From an optimization exercise on the open Yosys and OpenROAD flow, aimed at small area and a short achievable clock period; shortcuts taken in it are not production practice.
The RTL was checked by simulation tests, not by an equivalence proof against the original design.
Power and IR drop assume default switching activity.

==> flow/design.v <==
module fft_peak_detector (
  input  logic                clk,
  input  logic                rstn,
  input  logic                valid_in,
  input  logic [16*13-1:0]    din_re,
  input  logic [16*13-1:0]    din_im,
  output logic                peak_valid_o,
  output logic [8:0]          peak_idx_o,
  output logic [13:0]         peak_mag_o,
  output logic [15:0]         frame_cnt_o
);
  function automatic logic gt14(input logic [13:0] a, input logic [13:0] b);
    logic g;
    g = 1'b0;
    for (int i = 0; i < 14; i++) g = (a[i] & ~b[i]) | (a[i] & g) | (~b[i] & g);
    gt14 = g;
  endfunction
  logic        x_valid;
  logic [4:0]  x_s0 [16];
  logic [4:0]  x_s1 [16];
  logic [4:0]  x_s2 [16];
  logic [15:0] x_si;
  function automatic logic [4:0] add4(input logic [3:0] a, input logic [3:0] b, input logic ci);
    logic [4:0] c;
    logic [3:0] s;
    c[0] = ci;
    for (int i = 0; i < 4; i++) begin
      s[i]   = a[i] ^ b[i] ^ c[i];
      c[i+1] = (a[i] & b[i]) | (a[i] & c[i]) | (b[i] & c[i]);
    end
    add4 = {c[4], s};
  endfunction
  always_ff @(posedge clk) begin
    for (int l = 0; l < 16; l++) begin
      logic [12:0] re, im;
      logic [11:0] a, b;
      re = din_re[13*l +: 13];
      im = din_im[13*l +: 13];
      a = re[11:0] ^ {12{re[12]}};
      b = im[11:0] ^ {12{im[12]}};
      x_s0[l] <= add4(a[3:0], b[3:0], re[12]);
      x_s1[l] <= add4(a[7:4], b[7:4], 1'b0);
      x_s2[l] <= add4(a[11:8], b[11:8], 1'b0);
      x_si[l] <= im[12];
    end
  end
  function automatic logic [13:0] finish(input logic [4:0] s0, input logic [4:0] s1,
                                         input logic [4:0] s2, input logic si);
    logic [13:0] v;
    logic [13:0] w;
    logic [14:0] c;
    logic [13:0] m;
    v = {1'b0, s2[4], s2[3:0], s1[3:0], s0[3:0]};
    w = {5'd0, s1[4], 3'd0, s0[4], 4'd0};
    c[0] = si;
    for (int i = 0; i < 14; i++) begin
      m[i]   = v[i] ^ w[i] ^ c[i];
      c[i+1] = (v[i] & w[i]) | (v[i] & c[i]) | (w[i] & c[i]);
    end
    finish = m;
  endfunction
  logic [13:0] m1 [16];
  logic [13:0] m2 [8];
  logic [0:0]  i2 [8];
  logic [13:0] m3 [4];
  logic [1:0]  i3 [4];
  always_comb begin
    for (int l = 0; l < 16; l++) m1[l] = finish(x_s0[l], x_s1[l], x_s2[l], x_si[l]);
    for (int l = 0; l < 8; l++) begin
      i2[l] = gt14(m1[2*l+1], m1[2*l]);
      m2[l] = i2[l] ? m1[2*l+1] : m1[2*l];
    end
    for (int l = 0; l < 4; l++) begin
      if (gt14(m2[2*l+1], m2[2*l])) begin
        m3[l] = m2[2*l+1]; i3[l] = {1'b1, i2[2*l+1]};
      end else begin
        m3[l] = m2[2*l];   i3[l] = {1'b0, i2[2*l]};
      end
    end
  end
  logic        y_valid;
  logic [13:0] y_mag [4];
  logic [1:0]  y_lane [4];
  always_ff @(posedge clk) begin
    for (int q = 0; q < 4; q++) begin
      y_mag[q]  <= m3[q];
      y_lane[q] <= i3[q];
    end
  end
  logic [4:0]  beat;         
  logic        done;
  logic [13:0] run_mag;
  logic [8:0]  run_idx;
  logic        peak_valid;
  logic [8:0]  peak_idx;
  logic [13:0] peak_mag;
  logic [15:0] frame_cnt;
  always_ff @(posedge clk or negedge rstn) begin
    if (!rstn) begin
      x_valid <= 1'b0;
      y_valid <= 1'b0;
      beat    <= '0;
      done    <= 1'b0;
    end else begin
      x_valid <= valid_in;
      y_valid <= x_valid;
      if (y_valid) beat <= beat + 5'd1;
      done <= y_valid && (beat == 5'd31);
    end
  end
  logic [13:0] m4 [2];
  logic [2:0]  i4 [2];
  logic [13:0] best_mag;
  logic [3:0]  best_lane;
  always_comb begin
    for (int h = 0; h < 2; h++) begin
      if (gt14(y_mag[2*h+1], y_mag[2*h])) begin
        m4[h] = y_mag[2*h+1]; i4[h] = {1'b1, y_lane[2*h+1]};
      end else begin
        m4[h] = y_mag[2*h];   i4[h] = {1'b0, y_lane[2*h]};
      end
    end
    if (gt14(m4[1], m4[0])) begin
      best_mag = m4[1]; best_lane = {1'b1, i4[1]};
    end else begin
      best_mag = m4[0]; best_lane = {1'b0, i4[0]};
    end
  end
  always_ff @(posedge clk) begin
    if (y_valid && (beat == 5'd0 || gt14(best_mag, run_mag))) begin
      run_mag <= best_mag;
      run_idx <= {beat, best_lane};
    end
  end
  always_ff @(posedge clk or negedge rstn) begin
    if (!rstn) begin
      peak_valid <= 1'b0;
      peak_idx   <= '0;
      peak_mag   <= '0;
      frame_cnt  <= '0;
    end else begin
      peak_valid <= done;
      if (done) begin
        peak_idx  <= run_idx;
        peak_mag  <= run_mag;
        frame_cnt <= frame_cnt + 16'd1;
      end
    end
  end
  assign peak_valid_o = peak_valid;
  assign peak_idx_o   = peak_idx;
  assign peak_mag_o   = peak_mag;
  assign frame_cnt_o  = frame_cnt;
endmodule
==> flow/config.mk <==
export PLATFORM = sky130hd
export DESIGN_NAME = fft_peak_detector
export DESIGN_NICKNAME = fft_peak_detector
export VERILOG_FILES = /design/flow/design.v
export SDC_FILE = /design/flow/constraint.sdc
export NUM_CORES = 4
export LEC_CHECK = 0
export ABC_AREA = 1
export CAP_MARGIN = 20
export CORE_MARGIN = 2
export CORE_UTILIZATION = 40
export CTS_BUF_LIST = sky130_fd_sc_hd__clkbuf_4 sky130_fd_sc_hd__clkbuf_8
export SLEW_MARGIN = 20
==> flow/constraint.sdc <==
create_clock -name core_clock -period 34.0 [get_ports {clk}]
set_input_delay 6.8000 -clock core_clock [delete_from_list [all_inputs] [get_ports {clk}]]
set_output_delay 6.8000 -clock core_clock [all_outputs]
set_load 0.01 [all_outputs]
standard.sh (not shown) runs the stock make flow with config.mk's settings and CLKGATE_MAP_FILE= SYNTH_SCRIPT=/design/flow/synth_recipe.tcl, a recipe that flattens the netlist after the stock synthesis.
==> flow/flow/run.sh <==
#!/bin/bash
# The standard layout (standard.sh) with these changes: buf_1 cells as the port buffers, an
# area-oriented ABC mapping script (flow/abc_area.script) for synthesis, and repair_timing
# aiming for a setup slack margin of 25.6 ns.
set -euo pipefail
export BUFFER_PORTS_ARGS="-buffer_cell sky130_fd_sc_hd__buf_1"
cp -r "$FLOW_HOME/scripts" scripts_custom
cp flow/abc_area.script scripts_custom/abc_area.script
bash standard.sh SCRIPTS_DIR="$PWD/scripts_custom" SETUP_SLACK_MARGIN=25.6 finish > standard.log 2>&1
==> flow/flow/abc_area.script <==
strash
&get -n
&fraig -x
&put
scorr
dc2
strash
&get -n
&dch -f
&nf -R 1000
&put
topo
stime -c
upsize -c -D 4000
dnsize -c -D 4000
The starting point completed without violations.
Next try:
==> flow/flow/run.sh (replaced) <==
#!/bin/bash
# The standard layout (standard.sh) with these changes: buf_1 cells as the port buffers, an
# area-oriented ABC mapping script (flow/abc_area.script) for synthesis, and repair_timing
# aiming for a setup slack margin of 25.9 ns.
set -euo pipefail
export BUFFER_PORTS_ARGS="-buffer_cell sky130_fd_sc_hd__buf_1"
cp -r "$FLOW_HOME/scripts" scripts_custom
cp flow/abc_area.script scripts_custom/abc_area.script
bash standard.sh SCRIPTS_DIR="$PWD/scripts_custom" SETUP_SLACK_MARGIN=25.9 finish > standard.log 2>&1
Via count barely changes.
Cell count hardly moves.
Setup slack gets better by 0.15 ns.
Area after synthesis stays the same.
Cell area goes up by 1.8%.
Die area does not change.
Next try:
==> flow/flow/run.sh (replaced) <==
#!/bin/bash
# The standard layout (standard.sh) with these changes: buf_1 cells as the port buffers, an
# area-oriented ABC mapping script (flow/abc_area.script) for synthesis, and repair_timing
# aiming for a setup slack margin of 25.6 ns.
set -euo pipefail
export BUFFER_PORTS_ARGS="-buffer_cell sky130_fd_sc_hd__buf_1"
cp -r "$FLOW_HOME/scripts" scripts_custom
cp flow/abc_area.script scripts_custom/abc_area.script
bash standard.sh SCRIPTS_DIR="$PWD/scripts_custom" SETUP_SLACK_MARGIN=25.6 finish > standard.log 2>&1
--- a/flow/flow/abc_area.script
+++ b/flow/flow/abc_area.script
@@ -10,4 +10,9 @@
 &nf -R 1000
 &put
+strash
+dch -f
+&get -n
+&nf -R 1000
+&put
 topo
 stime -c
CTS_BUF_LIST = not set   (was sky130_fd_sc_hd__clkbuf_4 sky130_fd_sc_hd__clkbuf_8)
CTS_CLUSTER_DIAMETER = 80   (was not set)
CTS_CLUSTER_SIZE = 30   (was not set)
Outcome:
- non-clock buffer count drops by 26
- cell count drops by 3.9%
- wire length came out lower by about 4%
- hold slack gains 0.016 ns
- global-route usage went down by 1.2 points

* * *

== red ==
// fft_peak_detector: RTL as listed in full above, without the edits since
Settings: LEC_CHECK=0, ABC_AREA=1, CAP_MARGIN=20, CORE_MARGIN=2, CORE_UTILIZATION=40, CTS_BUF_LIST=sky130_fd_sc_hd__clkbuf_4 sky130_fd_sc_hd__clkbuf_8, SLEW_MARGIN=20; clock period 34.0 ns.
==> flow/flow/run.sh <==
#!/bin/bash
# The standard layout (standard.sh) with these changes: buf_1 cells as the port buffers, an
# area-oriented ABC mapping script (flow/abc_area.script) for synthesis, and repair_timing
# aiming for a setup slack margin of 26.2 ns.
set -euo pipefail
export BUFFER_PORTS_ARGS="-buffer_cell sky130_fd_sc_hd__buf_1"
cp -r "$FLOW_HOME/scripts" scripts_custom
cp flow/abc_area.script scripts_custom/abc_area.script
bash standard.sh SCRIPTS_DIR="$PWD/scripts_custom" SETUP_SLACK_MARGIN=26.2 finish > standard.log 2>&1
==> flow/flow/abc_area.script <==
strash
&get -n
&fraig -x
&put
scorr
dc2
strash
&get -n
&dch -f
&nf -R 1000
&put
topo
stime -c
upsize -c -D 4000
dnsize -c -D 4000
Edits applied to the flow inputs when going from red to blue:
- clearing CTS_BUF_LIST, which used to be sky130_fd_sc_hd__clkbuf_4 sky130_fd_sc_hd__clkbuf_8
==> flow/flow/run.sh <==
#!/bin/bash
# The standard layout (standard.sh) with these changes: buf_1 cells as the port buffers, an
# area-oriented ABC mapping script (flow/abc_area.script) for synthesis, and repair_timing
# aiming for a setup slack margin of 24.8 ns.
set -euo pipefail
export BUFFER_PORTS_ARGS="-buffer_cell sky130_fd_sc_hd__buf_1"
cp -r "$FLOW_HOME/scripts" scripts_custom
cp flow/abc_area.script scripts_custom/abc_area.script
bash standard.sh SCRIPTS_DIR="$PWD/scripts_custom" SETUP_SLACK_MARGIN=24.8 finish > standard.log 2>&1
==> run notes <==
blue vs red — number of combinational gates with multiple inputs dropped slightly. Arrival time at the worst endpoint ended up 0.63 ns higher on blue than on red. Required time at the endpoint of the critical path: blue vs red down 0.09 ns.
Input-level comparison between green and blue:
- setting CTS_BUF_LIST to sky130_fd_sc_hd__clkbuf_4 sky130_fd_sc_hd__clkbuf_8 for the first time
==> flow/flow/run.sh <==
#!/bin/bash
# The standard layout (standard.sh) with these changes: buf_1 cells as the port buffers, an
# area-oriented ABC mapping script (flow/abc_area.script) for synthesis.
set -euo pipefail
export BUFFER_PORTS_ARGS="-buffer_cell sky130_fd_sc_hd__buf_1"
cp -r "$FLOW_HOME/scripts" scripts_custom
cp flow/abc_area.script scripts_custom/abc_area.script
bash standard.sh SCRIPTS_DIR="$PWD/scripts_custom" finish > standard.log 2>&1
==> comparison <==
green vs blue — routed wire length on met3 rose about 6%. On minimum period implied by the final worst setup slack, the higher figure sits with blue, not green. Taking blue as the reference, in green final design area excluding fillers down 0.47%, switching power flat.
[inputs] orange vs green
- CTS_BUF_LIST removed (was sky130_fd_sc_hd__clkbuf_4 sky130_fd_sc_hd__clkbuf_8)
==> flow/flow/run.sh <==
#!/bin/bash
# The standard layout (standard.sh) with these changes: buf_1 cells as the port buffers, an
# area-oriented ABC mapping script (flow/abc_area.script) for synthesis, and repair_timing
# aiming for a setup slack margin of 25.6 ns.
set -euo pipefail
export BUFFER_PORTS_ARGS="-buffer_cell sky130_fd_sc_hd__buf_1"
cp -r "$FLOW_HOME/scripts" scripts_custom
cp flow/abc_area.script scripts_custom/abc_area.script
bash standard.sh SCRIPTS_DIR="$PWD/scripts_custom" SETUP_SLACK_MARGIN=25.6 finish > standard.log 2>&1
[summary]
[orange] final design utilization rose 0.65 points relative to green
Fmax | orange vs green | orange faster
orange vs green on total setup buffers inserted after CTS: orange is the higher one.
orange consumes more power than green does.
Compared with green, orange shows post-layout net count lower by 0.34%.
Taking green as 1.0, orange lands at 1.06 on combinational power.
Final cell area excluding filler cells (lower): green
~same worst setup skew after layout in orange and green
> inputs changed (orange -> purple)
- an added CTS_CLUSTER_DIAMETER of 80
- an added CTS_CLUSTER_SIZE of 30
==> comparison <==
On static leakage, the lower figure sits with purple, not orange. Sequential cell count: purple vs orange identical. Taking orange as the reference, in purple number of logic inverters in the finished layout saw little to no change; shortest clock period the worst path allows after layout decreased by 0.064 ns relative to the old numbers; worst slack on hold paths closely matched the old numbers; routed wire length lower; multi-input gate share of the layout cell area shows an increase of 0.99 points. purple — final cell count 31 lower, orange as reference. Fill cell instance count of the final layout delta for purple relative to orange: 48 higher.

* * *

Another version of the RTL of fft_peak_detector (not shown whole).
Size in the first run: roughly 2100 cells after synthesis, about 0.024 mm2 of cells after synthesis.
// fft_peak_detector
module fft_peak_detector (
  input  logic                clk,
  input  logic                rstn,
  input  logic                valid_in,
  input  logic [16*13-1:0]    din_re,
  input  logic [16*13-1:0]    din_im,
  output logic                peak_valid_o,
  output logic [8:0]          peak_idx_o,
  output logic [13:0]         peak_mag_o,
  output logic [15:0]         frame_cnt_o
);
clock: 34.0 ns
lec_check: 0
abc_area: 1
cap_margin: 20
core_margin: 2
core_utilization: 40
cts_cluster_diameter: 80
cts_cluster_size: 30
slew_margin: 20
==> flow/flow/run.sh <==
#!/bin/bash
# The standard layout (standard.sh) with these changes: buf_1 cells as the port buffers (buf_4
# for inputs with many loads, flow/port_buffers.tcl), an area-oriented ABC mapping script
# (flow/abc_area.script) for synthesis, and repair_timing aiming for a setup slack margin of
# 25.8 ns.
set -euo pipefail
export BUFFER_PORTS_ARGS="-buffer_cell sky130_fd_sc_hd__buf_1"
export POST_GLOBAL_PLACE_TCL="$PWD/flow/port_buffers.tcl"
cp -r "$FLOW_HOME/scripts" scripts_custom
cp flow/abc_area.script scripts_custom/abc_area.script
bash standard.sh SCRIPTS_DIR="$PWD/scripts_custom" SETUP_SLACK_MARGIN=25.8 finish > standard.log 2>&1
==> flow/flow/abc_area.script <==
strash
&get -n
&fraig -x
&put
scorr
dc2
strash
&get -n
&dch -f
&nf -R 1000
&put
strash
dch -f
&get -n
&nf -R 1000
&put
topo
stime -c
upsize -c -D 4000
dnsize -c -D 4000
==> flow/flow/port_buffers.tcl <==
# After global placement: an input port buffer that drives many pins (the lanes' sign bits)
# is upsized from buf_1 to buf_4.
foreach inst [get_cells input*] {
  set out [get_pins -of_objects $inst -filter "direction == output"]
  set net [get_nets -of_objects $out]
  set loads [get_pins -of_objects $net -filter "direction == input"]
  if {[llength $loads] > 6} {
    replace_cell $inst sky130_fd_sc_hd__buf_4
  }
}
Change:
--- a/flow/flow/run.sh
+++ b/flow/flow/run.sh
@@ -4,3 +4,3 @@
 # (flow/abc_area.script) for synthesis, and repair_timing aiming for a setup slack margin of
-# 25.8 ns.
+# 26.0 ns.
 set -euo pipefail
@@ -10,2 +10,2 @@
 cp flow/abc_area.script scripts_custom/abc_area.script
-bash standard.sh SCRIPTS_DIR="$PWD/scripts_custom" SETUP_SLACK_MARGIN=25.8 finish > standard.log 2>&1
+bash standard.sh SCRIPTS_DIR="$PWD/scripts_custom" SETUP_SLACK_MARGIN=26.0 finish > standard.log 2>&1
==> flow/flow/abc_area.script (replaced) <==
strash
&get -n
&fraig -x
&put
scorr
dc2
strash
&get -n
&dch -f
&nf -R 1000
&put
topo
stime -c
upsize -c -D 4000
dnsize -c -D 4000
CORE_UTILIZATION = 60   (was 40)
TNS_END_PERCENT = 5   (was default)
Result:
- The new run completed with no timing, DRC or antenna violations
- clock skew drops by 11 ps
- synthesized cell count fell slightly
- die area drops by a quarter to a third
- cell area went down slightly
Change:
CORE_UTILIZATION = 40   (was 60)
TNS_END_PERCENT = default   (was 5)
Global-route usage shrinks by 6.7 points. Die area grows by 49%. Wire length grows by 9.7%. Critical path depth does not change. Clock skew grows by 4.7 ps. Combinational power grows by about 4%. Core utilization shrinks by 21 points. Final area grows by 3.5%. Total power grows by 4.0%. Cell count grows by 8.6%.
Change:
--- a/flow/flow/run.sh
+++ b/flow/flow/run.sh
@@ -4,3 +4,3 @@
 # (flow/abc_area.script) for synthesis, and repair_timing aiming for a setup slack margin of
-# 26.0 ns.
+# 25.9 ns.
 set -euo pipefail
@@ -10,2 +10,2 @@
 cp flow/abc_area.script scripts_custom/abc_area.script
-bash standard.sh SCRIPTS_DIR="$PWD/scripts_custom" SETUP_SLACK_MARGIN=26.0 finish > standard.log 2>&1
+bash standard.sh SCRIPTS_DIR="$PWD/scripts_custom" SETUP_SLACK_MARGIN=25.9 finish > standard.log 2>&1
CORE_UTILIZATION = 72   (was 40)
After rerunning:
- The new run produced a clean layout
- cell area fell by a few percent
- via count rose slightly
- die area fell by well over a third

[afterwards: timing with drivers on the ports]
Ports are ideal in the flow. The routed layouts listed here were re-timed in OpenROAD.
Step 1, drivers: a clkbuf_16 drives clk and a buf_2 each remaining input, both assumed.
Step 2 adds t to the input delays and takes it off the output delays; t is the mean of the earliest and latest rising clock arrival at the registers after step 1. Input paths then give back, and output paths get back, about the clock's delay inside the block.
Three values: ideal ports, drivers, drivers and shift; two values: the first two.
| run | shift t [ns] | slack for setup (ns) | slew at the worst register clock pin (ns) | worst data-port slew with drivers (ns) |
|---|---|---|---|---|
| the first run of note 1 | 0.674 | 25.618 / 25.644 / 24.970 | 0.06 / 0.06 | 0.07 |
| the second run of note 1 | 0.683 | 25.770 / 25.770 / 25.216 | 0.06 / 0.06 | 0.09 |
| the third run of note 1 | 0.634 | 25.628 / 25.665 / 25.031 | 0.11 / 0.11 | 0.07 |
| red | 0.675 | 25.913 / 25.913 / 25.295 | 0.06 / 0.06 | 0.11 |
| blue | 0.610 | 25.202 / 25.227 / 24.617 | 0.07 / 0.07 | 0.07 |
| green | 0.672 | 25.274 / 25.297 / 24.625 | 0.07 / 0.07 | 0.07 |
| orange | 0.603 | 25.632 / 25.663 / 25.060 | 0.06 / 0.06 | 0.07 |
| purple | 0.605 | 25.696 / 25.721 / 25.116 | 0.10 / 0.10 | 0.07 |
| the first run of note 3 | 0.657 | 25.941 / 25.883 / 25.604 | 0.11 / 0.11 | 0.10 |
| the second run of note 3 | 0.597 | 26.053 / 25.998 / 25.617 | 0.11 / 0.11 | 0.10 |
| the third run of note 3 | 0.617 | 26.061 / 26.002 / 25.623 | 0.11 / 0.11 | 0.07 |
| the fourth run of note 3 | 0.584 | 25.991 / 25.934 / 25.589 | 0.11 / 0.11 | 0.15 |
After both steps setup and hold are still met in every run listed. The setup slack of green, which loses most, moves by +0.023 ns with the drivers and by -0.649 ns with both steps.
